What follows belongs to an exercise in optimizing a design on an open flow for small area and a short achievable clock period; a production flow would make more cautious choices. The RTL was checked by simulation tests, not by an equivalence proof against the original design.

== run A ==
Design rslt_writer, start of the top module:
module rslt_writer #(
  parameter int DATA_WIDTH      = 16,
  parameter int COL_WIDTH       = 8,
  parameter int ROW_WIDTH       = 8,
  parameter int RSLT_ADDR_WIDTH = 12,
  parameter int POOL_BUF_DEPTH  = 128
) (
  input  logic                       clk,
  input  logic                       reset,
  input  logic                       start,
  input  logic                       pool_en,
  input  logic                       relu_en,
  input  logic [COL_WIDTH-1:0]       result_cols,
  input  logic [ROW_WIDTH-1:0]       result_rows,
  input  logic [RSLT_ADDR_WIDTH-1:0] base_addr,
  input  logic                       pix_valid,
  input  logic [DATA_WIDTH-1:0]      pix_data,
  output logic                       rslt_we,
  output logic [RSLT_ADDR_WIDTH-1:0] rslt_addr,
  output logic [DATA_WIDTH-1:0]      rslt_wdata,
  output logic                       busy,
  output logic                       done,
  output logic                       err_extra
);
==> flow/config.mk <==
export PLATFORM = sky130hd
export DESIGN_NAME = rslt_writer
export DESIGN_NICKNAME = rslt_writer
export VERILOG_FILES = /design/flow/design.v
export SDC_FILE = /design/flow/constraint.sdc
export NUM_CORES = 4
export LEC_CHECK = 0
export CAP_MARGIN = 20
export CORE_MARGIN = 2
export CORE_UTILIZATION = 60
export SETUP_SLACK_MARGIN = 5
export SLEW_MARGIN = 20
export TNS_END_PERCENT = 100
==> flow/constraint.sdc <==
create_clock -name core_clock -period 8.0 [get_ports {clk}]
set_input_delay 1.6000 -clock core_clock [delete_from_list [all_inputs] [get_ports {clk}]]
set_output_delay 1.6000 -clock core_clock [all_outputs]
set_load 0.01 [all_outputs]
standard.sh (not shown) runs the stock make flow with config.mk's settings and CLKGATE_MAP_FILE= SYNTH_SCRIPT=/design/flow/synth_recipe.tcl, a recipe that flattens the netlist after the stock synthesis.
==> flow/flow/run.sh <==
#!/bin/bash
export CTS_ARGS="-sink_clustering_enable -repair_clock_nets -sink_clustering_size 25 -sink_clustering_max_diameter 60 -dont_use_dummy_load"
export PRE_IO_PLACEMENT_TCL="$PWD/flow/io.tcl"
sed -e 's/SETUP_SLACK_MARGIN=[0-9.]*/SETUP_SLACK_MARGIN=5.2/' standard.sh > standard_m.sh
bash standard_m.sh > standard.log 2>&1
==> flow/flow/io.tcl <==
# Keep every port but the clock on one stretch of the left edge, so the
# pixel inputs, the control inputs and the registered outputs sit close
# together and the short input-to-register and register-to-output paths
# stay short.
set names {}
foreach bt [[ord::get_db_block] getBTerms] {
  set n [$bt getName]
  if {$n ne "clk"} { lappend names $n }
}
set_io_pin_constraint -pin_names $names -region left:100-250
The flow did not stop early for run A: all stages ran, and the layout cleared the timing, DRC and antenna checks.
Inputs modified between run A and run B:
-- flow/flow/run.sh --
<<< run A, line 4
sed -e 's/SETUP_SLACK_MARGIN=[0-9.]*/SETUP_SLACK_MARGIN=5.2/' standard.sh > standard_m.sh
>>> run B, line 4
sed -e 's/SETUP_SLACK_MARGIN=[0-9.]*/SETUP_SLACK_MARGIN=5.1/' standard.sh > standard_m.sh
-- flow/config.mk --
<<< run A, line 10
export CORE_UTILIZATION = 60
>>> run B, line 10
export CORE_UTILIZATION = 57
Findings:
Relative to run A, minimum setup slack in the final design has gone down in run B.
On fraction of standard cell area in multi-input logic, run A tracks run B almost exactly.
Changes observed in run B relative to run A: routed wire length per instance lost about 1.8%, placer congestion estimate lost 6.2%, share of the cycle needed by the critical path after routing picked up an extra 0.68 points.
Looking only at ratio of routed vias to standard cells, and setting everything else aside, the lower value of run A and run B goes to run B.
Going from run A to run B, final core utilization shrinks by 3.5 points.
Horizontal die dimension, run B vs run A: up by a few percent
[inputs] run C vs run B
-- flow/flow/run.sh --
<<< run B, line 4
sed -e 's/SETUP_SLACK_MARGIN=[0-9.]*/SETUP_SLACK_MARGIN=5.1/' standard.sh > standard_m.sh
>>> run C, line 4
sed -e 's/SETUP_SLACK_MARGIN=[0-9.]*/SETUP_SLACK_MARGIN=5.2/' standard.sh > standard_m.sh
## What came out
Going from run B to run C, multi-input combinational gate total held; first-iteration DRC count fell by 12; layout inverter count without the clock tree went up. The capturing instance or port of the critical path comes out row_left[5]$_DFFE_PP_ in one run and done$_DFF_PN0_ in the other, namely in run B and run C respectively.

-- re-timing with driven ports --
Ports are ideal in the flow. The routed layouts listed here were re-timed in OpenROAD. Step 1, drivers: a clkbuf_16 drives clk and a buf_2 each remaining input, both assumed. Step 2 adds t to the input delays and takes it off the output delays; t is the mean of the earliest and latest rising clock arrival at the registers after step 1. Input paths then give back, and output paths get back, about the clock's delay inside the block. Slacks: no drivers / after step 1 / after step 2; pairs: no drivers / after step 1.
run	t (ns)	setup slack, ns	hold WS [ns]
run A	0.779	4.962 / 4.987 / 4.208	0.364 / 0.364 / 0.364
run B	0.758	4.907 / 4.936 / 4.179	0.325 / 0.325 / 0.325
run C	0.754	4.942 / 4.970 / 4.217	0.332 / 0.332 / 0.332
After both steps every run listed still meets setup and hold. The setup slack of run A, which loses most, moves by +0.025 ns with the drivers and by -0.754 ns with both steps.
